Background: an optimization exercise with open tools, aiming at small area, a short achievable clock period and few clock cycles per item. Do not read the settings as production practice. RTL that was checked went through simulation tests only; none was proved equivalent to the original.

Setup of the reference run:
==> module mandel_engine, before the edit <==
module mandel_engine #(
    parameter int BITS      = 16,
    parameter int ITER_BITS = 7
) (
    input  logic                   clk,
    input  logic                   rst_n,
    input  logic                   in_valid,
    output logic                   in_ready,
    input  logic signed [BITS-1:0] in_x,
    input  logic signed [BITS-1:0] in_y,
    input  logic                   julia_mode,
    input  logic signed [BITS-1:0] julia_cx,
    input  logic signed [BITS-1:0] julia_cy,
    input  logic [ITER_BITS-1:0]   max_iter,
    input  logic                   abort,
    output logic                   out_valid,
    input  logic                   out_ready,
    output logic [ITER_BITS-1:0]   out_iter,
    output logic                   out_escaped,
    output logic                   busy
);
    logic run_q, done_q;
    logic [6:0] iter_q, lim_q;
    logic signed [15:0] cx_q, cy_q;
    logic [15:0] zxn_q, zyn_q;
    logic [14:0] sxn_q, syn_q;
    logic [16:0] xn, yn;
    logic mesc;
    logic mesc_q, xh_q, yh_q, stop_q;
    mandel_dp u_dp (
        .zxn (zxn_q),
        .zyn (zyn_q),
        .cx  (cx_q),
        .cy  (cy_q),
        .xn  (xn),
        .yn  (yn),
        .mesc(mesc)
    );
    logic esc, big, fin, cyc, ckpt;
    assign esc  = mesc_q || (xh_q == zxn_q[15]) || (yh_q == zyn_q[15]);
    assign big  = (zxn_q[15] != zxn_q[14]) || (zyn_q[15] != zyn_q[14]);
    assign fin  = run_q && (esc || stop_q || big || cyc);
    assign cyc  = (zxn_q[14:0] == sxn_q) && (zyn_q[14:0] == syn_q) &&
                  (zxn_q[15] == zxn_q[14]) && (zyn_q[15] == zyn_q[14]) &&
                  (iter_q != '0);
    assign ckpt = ((iter_q & (iter_q - 7'd1)) == '0) || (iter_q[3:0] == '0);
    logic idle, accept;
    assign idle   = !run_q && !done_q;
    assign accept = idle && in_valid;
    always_ff @(posedge clk) begin
        if (!rst_n || abort) begin
            run_q  <= 1'b0;
            done_q <= 1'b0;
        end else if (accept) begin
            run_q  <= 1'b1;
        end else if (fin) begin
            run_q  <= 1'b0;
            done_q <= !out_ready;
        end else if (done_q && out_ready) begin
            done_q <= 1'b0;
        end
    end
    always_ff @(posedge clk) begin
        if (idle) begin
            zxn_q  <= ~in_x;
            zyn_q  <= ~in_y;
            xh_q   <= in_x[15];
            yh_q   <= in_y[15];
            mesc_q <= 1'b0;
        end else begin
            zxn_q  <= ~xn[15:0];
            zyn_q  <= ~yn[15:0];
            xh_q   <= xn[16];
            yh_q   <= yn[16];
            mesc_q <= mesc;
        end
    end
    always_ff @(posedge clk) begin
        if (accept) begin
            cx_q  <= julia_mode ? julia_cx : in_x;
            cy_q  <= julia_mode ? julia_cy : in_y;
            lim_q <= max_iter;
        end
    end
    always_ff @(posedge clk) begin
        if (run_q && ckpt) begin
            sxn_q <= zxn_q[14:0];
            syn_q <= zyn_q[14:0];
        end
    end
    logic oesc, esc_h, e1_h;
    logic [1:0] back;
    assign oesc = esc || (!stop_q && big);
    always_ff @(posedge clk) begin
        if (accept) begin
            iter_q <= '0;
            stop_q <= 1'b0;
        end else if (run_q) begin
            iter_q <= iter_q + 7'd1;
            stop_q <= iter_q == lim_q;
            esc_h  <= oesc;
            e1_h   <= esc;
        end
    end
    assign back        = run_q ? {1'b0, esc} : {e1_h, !e1_h};
    assign in_ready    = rst_n && idle;
    assign busy        = !idle;
    assign out_valid   = done_q || fin;
    assign out_escaped = run_q ? oesc : esc_h;
    assign out_iter    = out_escaped ? iter_q - {5'd0, back} : lim_q;
endmodule
export LEC_CHECK = 0
export CAP_MARGIN = 20
export CORE_MARGIN = 2
export CORE_UTILIZATION = 65
export CTS_BUF_LIST = sky130_fd_sc_hd__clkbuf_8
export PLACE_DENSITY = 0.75
export SLEW_MARGIN = 20
export SYNTH_HIERARCHICAL = 1
export SYNTH_MINIMUM_KEEP_SIZE = 0
create_clock -name core_clock -period 14.0 [get_ports {clk}]
standard.sh (not shown) runs the stock make flow with config.mk's settings and CLKGATE_MAP_FILE= SYNTH_SCRIPT=/design/flow/synth_recipe.tcl, a recipe that flattens the netlist after the stock synthesis.
==> flow/flow/run.sh <==
#!/bin/bash
# The standard layout (standard.sh), with the port buffers made from
# sky130_fd_sc_hd__buf_1 cells instead of the default choice of a delay
# buffer, clock tree synthesis without dummy loads, and gain-based buffering
# of high-fanout nets after global placement (flow/gain.tcl) and after
# detailed placement (flow/bufs.tcl).
set -euo pipefail
export BUFFER_PORTS_ARGS="-buffer_cell sky130_fd_sc_hd__buf_1"
export CTS_ARGS="-sink_clustering_enable -repair_clock_nets -buf_list sky130_fd_sc_hd__clkbuf_8 -dont_use_dummy_load"
export POST_GLOBAL_PLACE_TCL="$(pwd)/flow/gain.tcl"
export POST_DETAIL_PLACE_TCL="$(pwd)/flow/bufs.tcl"
bash standard.sh > standard.log 2>&1
==> flow/flow/bufs.tcl <==
# After detailed placement: buffers that drive many loads get a stronger
# drive of their own kind (buf_4 -> buf_8).
set n 0
foreach inst [get_cells *] {
  if {[get_property $inst ref_name] ne "sky130_fd_sc_hd__buf_4"} { continue }
  set o [get_pins -of_objects $inst -filter "direction == output"]
  set loads [llength [get_pins -of_objects [get_nets -of_objects $o] -filter "direction == input"]]
  if {$loads >= 16} {
    replace_cell $inst sky130_fd_sc_hd__buf_8
    incr n
  }
}
puts "bufs.tcl: upsized $n buffers"
==> flow/flow/gain.tcl <==
# After global placement: registers that drive many loads get the
# strongest drive of their own cell type (dfxtp_1 -> dfxtp_4).
set n 0
foreach inst [get_cells *] {
  if {[get_property $inst ref_name] ne "sky130_fd_sc_hd__dfxtp_1"} { continue }
  set q [get_pins -of_objects $inst -filter "direction == output"]
  set loads [llength [get_pins -of_objects [get_nets -of_objects $q] -filter "direction == input"]]
  if {$loads >= 8} {
    replace_cell $inst sky130_fd_sc_hd__dfxtp_4
    incr n
  }
}
puts "gain.tcl: upsized $n registers"
Testbench counts of the reference run, summed over its fixed seeds: cycles 83,179, points 2,048.
Here is what was changed in the inputs of the trial run compared with the reference run.
--- a/flow/design.v
+++ b/flow/design.v
@@ -35,12 +35,11 @@
         .xn  (xn),
         .yn  (yn),
         .mesc(mesc)
     );
-    logic esc, big, fin, cyc, ckpt;
+    logic esc, fin, cyc, ckpt;
     assign esc  = mesc_q || (xh_q == zxn_q[15]) || (yh_q == zyn_q[15]);
-    assign big  = (zxn_q[15] != zxn_q[14]) || (zyn_q[15] != zyn_q[14]);
-    assign fin  = run_q && (esc || stop_q || big || cyc);
+    assign fin  = run_q && (esc || stop_q || cyc);
     assign cyc  = (zxn_q[14:0] == sxn_q) && (zyn_q[14:0] == syn_q) &&
                   (zxn_q[15] == zxn_q[14]) && (zyn_q[15] == zyn_q[14]) &&
                   (iter_q != '0);
     assign ckpt = ((iter_q & (iter_q - 7'd1)) == '0) || (iter_q[3:0] == '0);
@@ -87,28 +86,24 @@
             sxn_q <= zxn_q[14:0];
             syn_q <= zyn_q[14:0];
         end
     end
-    logic oesc, esc_h, e1_h;
-    logic [1:0] back;
-    assign oesc = esc || (!stop_q && big);
+    logic esc_h;
     always_ff @(posedge clk) begin
         if (accept) begin
             iter_q <= '0;
             stop_q <= 1'b0;
         end else if (run_q) begin
             iter_q <= iter_q + 7'd1;
             stop_q <= iter_q == lim_q;
-            esc_h  <= oesc;
-            e1_h   <= esc;
+            esc_h  <= esc;
         end
     end
-    assign back        = run_q ? {1'b0, esc} : {e1_h, !e1_h};
     assign in_ready    = rst_n && idle;
     assign busy        = !idle;
     assign out_valid   = done_q || fin;
-    assign out_escaped = run_q ? oesc : esc_h;
-    assign out_iter    = out_escaped ? iter_q - {5'd0, back} : lim_q;
+    assign out_escaped = run_q ? esc : esc_h;
+    assign out_iter    = out_escaped ? iter_q + {6'b111111, !done_q} : lim_q;
 endmodule
 module mandel_dp (
     input  logic        [15:0] zxn,
     input  logic        [15:0] zyn,
Notes after the runs:
The layout-stage area growth over the synthesis result in the trial run was higher than what the reference run gave. Between the trial run and the reference run, the floorplan die area is higher for the reference run. | proportion of final cell area spent on non-clock buffers | the reference run vs the trial run | ≈ equal |. Diff the reference run -> the trial run: number of sequential cells in the layout decreased 0.86%; setup slack increased by 0.11 ns relative to the old numbers. The trial run: worst-path maximum fanout 5 below the reference run. Diff the trial run and the reference run: area after synthesis lower in the trial run.
Testbench counts of the trial run, summed over its fixed seeds: cycles 84,151, points 2,048.


v6:
mandel_engine, a different RTL version from the one above (not shown whole).
Size in the first run: about 1700 cells after synthesis, ~120 flip-flops, roughly 18000 µm² of cells after synthesis.
Settings: LEC_CHECK=0, CAP_MARGIN=20, CORE_MARGIN=2, CORE_UTILIZATION=65, CTS_BUF_LIST=sky130_fd_sc_hd__clkbuf_8, PLACE_DENSITY=0.75, SLEW_MARGIN=20, SYNTH_HIERARCHICAL=1, SYNTH_MINIMUM_KEEP_SIZE=0; clock period 14.0 ns.
==> flow/flow/run.sh <==
#!/bin/bash
# The standard layout (standard.sh), with the port buffers made from
# sky130_fd_sc_hd__buf_1 cells instead of the default choice of a delay
# buffer, clock tree synthesis without dummy loads, and gain-based buffering
# of high-fanout nets after global placement (flow/gain.tcl).
set -euo pipefail
export BUFFER_PORTS_ARGS="-buffer_cell sky130_fd_sc_hd__buf_1"
export CTS_ARGS="-sink_clustering_enable -repair_clock_nets -buf_list sky130_fd_sc_hd__clkbuf_8 -dont_use_dummy_load"
export POST_GLOBAL_PLACE_TCL="$(pwd)/flow/gain.tcl"
bash standard.sh > standard.log 2>&1
Scripts as last shown in full above: flow/flow/gain.tcl
Testbench counts of v6, summed over its fixed seeds: cycles 84,151, points 2,048.
Setup changes, v6 to v7
--- a/flow/design.v
+++ b/flow/design.v
@@ -13,41 +13,45 @@
     input  logic signed [BITS-1:0] julia_cy,
     input  logic [ITER_BITS-1:0]   max_iter,
     input  logic                   abort,
     output logic                   out_valid,
     input  logic                   out_ready,
     output logic [ITER_BITS-1:0]   out_iter,
     output logic                   out_escaped,
     output logic                   busy
 );
     logic run_q, done_q;
     logic [6:0] iter_q, lim_q;
     logic signed [15:0] cx_q, cy_q;
-    logic [15:0] zxn_q, zyn_q, sxn_q, syn_q;
+    logic [15:0] zxn_q, zyn_q;
+    logic [14:0] sxn_q, syn_q;
     logic [16:0] xn, yn;
     logic mesc;
     logic mesc_q, xh_q, yh_q, stop_q;
     mandel_dp u_dp (
         .zxn (zxn_q),
         .zyn (zyn_q),
         .cx  (cx_q),
         .cy  (cy_q),
         .xn  (xn),
         .yn  (yn),
         .mesc(mesc)
     );
-    logic esc, fin, cyc, ckpt;
+    logic esc, big, fin, cyc, ckpt;
     assign esc  = mesc_q || (xh_q == zxn_q[15]) || (yh_q == zyn_q[15]);
-    assign fin  = run_q && (esc || stop_q || cyc);
-    assign cyc  = (zxn_q == sxn_q) && (zyn_q == syn_q) && (iter_q != '0);
+    assign big  = (zxn_q[15] != zxn_q[14]) || (zyn_q[15] != zyn_q[14]);
+    assign fin  = run_q && (esc || stop_q || big || cyc);
+    assign cyc  = (zxn_q[14:0] == sxn_q) && (zyn_q[14:0] == syn_q) &&
+                  (zxn_q[15] == zxn_q[14]) && (zyn_q[15] == zyn_q[14]) &&
+                  (iter_q != '0);
     assign ckpt = ((iter_q & (iter_q - 7'd1)) == '0) || (iter_q[3:0] == '0);
     logic idle, accept;
     assign idle   = !run_q && !done_q;
     assign accept = idle && in_valid;
     always_ff @(posedge clk) begin
         if (!rst_n || abort) begin
             run_q  <= 1'b0;
             done_q <= 1'b0;
         end else if (accept) begin
             run_q  <= 1'b1;
         end else if (fin) begin
             run_q  <= 1'b0;
@@ -71,55 +75,58 @@
             mesc_q <= mesc;
         end
     end
     always_ff @(posedge clk) begin
         if (accept) begin
             cx_q  <= julia_mode ? julia_cx : in_x;
             cy_q  <= julia_mode ? julia_cy : in_y;
             lim_q <= max_iter;
         end
     end
     always_ff @(posedge clk) begin
         if (run_q && ckpt) begin
-            sxn_q <= zxn_q;
-            syn_q <= zyn_q;
+            sxn_q <= zxn_q[14:0];
+            syn_q <= zyn_q[14:0];
         end
     end
-    logic esc_h;
+    logic oesc, esc_h, e1_h;
+    logic [1:0] back;
+    assign oesc = esc || (!stop_q && big);
     always_ff @(posedge clk) begin
         if (accept) begin
             iter_q <= '0;
             stop_q <= 1'b0;
         end else if (run_q) begin
             iter_q <= iter_q + 7'd1;
             stop_q <= iter_q == lim_q;
-            esc_h  <= esc;
+            esc_h  <= oesc;
+            e1_h   <= esc;
         end
     end
+    assign back        = run_q ? {1'b0, esc} : {e1_h, !e1_h};
     assign in_ready    = rst_n && idle;
     assign busy        = !idle;
     assign out_valid   = done_q || fin;
-    assign out_escaped = run_q ? esc : esc_h;
-    assign out_iter    = out_escaped ? iter_q + {6'b111111, !done_q} : lim_q;
+    assign out_escaped = run_q ? oesc : esc_h;
+    assign out_iter    = out_escaped ? iter_q - {5'd0, back} : lim_q;
 endmodule
 module mandel_dp (
     input  logic        [15:0] zxn,
     input  logic        [15:0] zyn,
     input  logic signed [15:0] cx,
     input  logic signed [15:0] cy,
     output logic        [16:0] xn,
     output logic        [16:0] yn,
     output logic               mesc
 );
-    wire big = (zxn[15] ^ zxn[14]) | (zyn[15] ^ zyn[14]);
     wire [14:0] x = ~zxn[14:0];
     wire [14:0] y = ~zyn[14:0];
     wire qxp0 = x[0] & x[1];
     wire qxp1 = x[0] & x[2];
     wire qxp2 = x[0] & x[3];
     wire qxp3 = x[0] & x[4];
     wire qxp4 = x[0] & x[5];
     wire qxp5 = x[0] & x[6];
     wire qxp6 = x[0] & x[7];
     wire qxp7 = x[0] & x[8];
     wire qxp8 = x[0] & x[9];
     wire qxp9 = x[0] & x[10];
@@ -1534,24 +1541,24 @@
     wire s937, c937;
     mandel_fa us937 (.a(c901), .b(s920), .c(c919), .s(s937), .co(c937));
     wire s938, c938;
     mandel_fa us938 (.a(c903), .b(s921), .c(c920), .s(s938), .co(c938));
     wire [16:0] xs0 = {s938, s937, s936, c934, s934, c932, s932, s931, c929, c928, c927, c926, c925, c924, c923, c922, s922};
     wire [16:0] xs1 = {c937, c936, c935, s935, c933, s933, c931, c930, s930, s929, s928, s927, s926, s925, s924, s923, qyls[13]};
     wire [16:0] xn17 = xs0 + xs1 + qxls[13];
     wire [16:0] ys0 = {s789, s788, c786, s786, c784, c783, c782, s782, c780, c779, c778, c777, c776, c775, c774, c773, c772};
     wire [16:0] ys1 = {c788, c787, s787, c785, s785, s784, s783, c781, s781, s780, s779, s778, s777, s776, s775, s774, s773};
     wire [16:0] yn17 = ys0 + ys1 + mxyls[12];
     assign xn   = xn17;
     assign yn   = yn17;
-    assign mesc = big | mag[16];
+    assign mesc = mag[16];
 endmodule
 module mandel_fa (
     input  logic a,
     input  logic b,
     input  logic c,
     output logic s,
     output logic co
 );
     assign s  = a ^ b ^ c;
     assign co = (a & b) | (a & c) | (b & c);
 endmodule
--- outcome ---
- Diff v6 -> v7 | number of cells on the critical path | increase of 1
- Cmp v7 and v6 / maximum achievable frequency / lower: v7
- Taking v6 as the reference, in v7 fraction of final layout cells sized beyond drive strength 1 now larger, number of global-route vias before repair +about 5%, final clock period utilization by the worst path now sits higher, synthesized cell count stayed essentially flat.
- Between v6 and v7, the number of buffers created by CTS figures differ only marginally.
- In the tables for v7 and v6, number of distinct library cell variants in the gate-level netlist after synthesis reads lower with v6.
- On total length of routed wires: v7 sits above v6.
No functional check of the RTL was part of v7.

port drivers added, routing unchanged:
In the flow no input, the clock included, has a driving cell. The finished layouts below were timed again as built, in two steps.
Step 1 (the two cells are an assumption about what drives the block):
set clk [get_ports {clk}]
set_driving_cell -lib_cell sky130_fd_sc_hd__clkbuf_16 $clk
set_driving_cell -lib_cell sky130_fd_sc_hd__buf_2 [delete_from_list [all_inputs] $clk]
Step 2, shift: input delay + t, output delay - t, t = (earliest + latest rising clock arrival at the registers) / 2. This alone moves slack from input paths to output paths.
Slacks: ideal ports / drivers / drivers and shift; pairs: ideal ports / drivers.
| run | t, ns | setup slack, ns | latest minus earliest clock arrival (ns) |
|---|---|---|---|
| the reference run | 0.503 | 7.816 / 7.816 / 7.816 | 0.030 / 0.030 |
| the trial run | 0.483 | 7.921 / 7.921 / 7.921 | 0.031 / 0.031 |
| v6 | 0.486 | 7.855 / 7.855 / 7.855 | 0.027 / 0.027 |
| v7 | 0.492 | 7.650 / 7.650 / 7.650 | 0.023 / 0.024 |
After both steps every run listed still meets setup and hold.
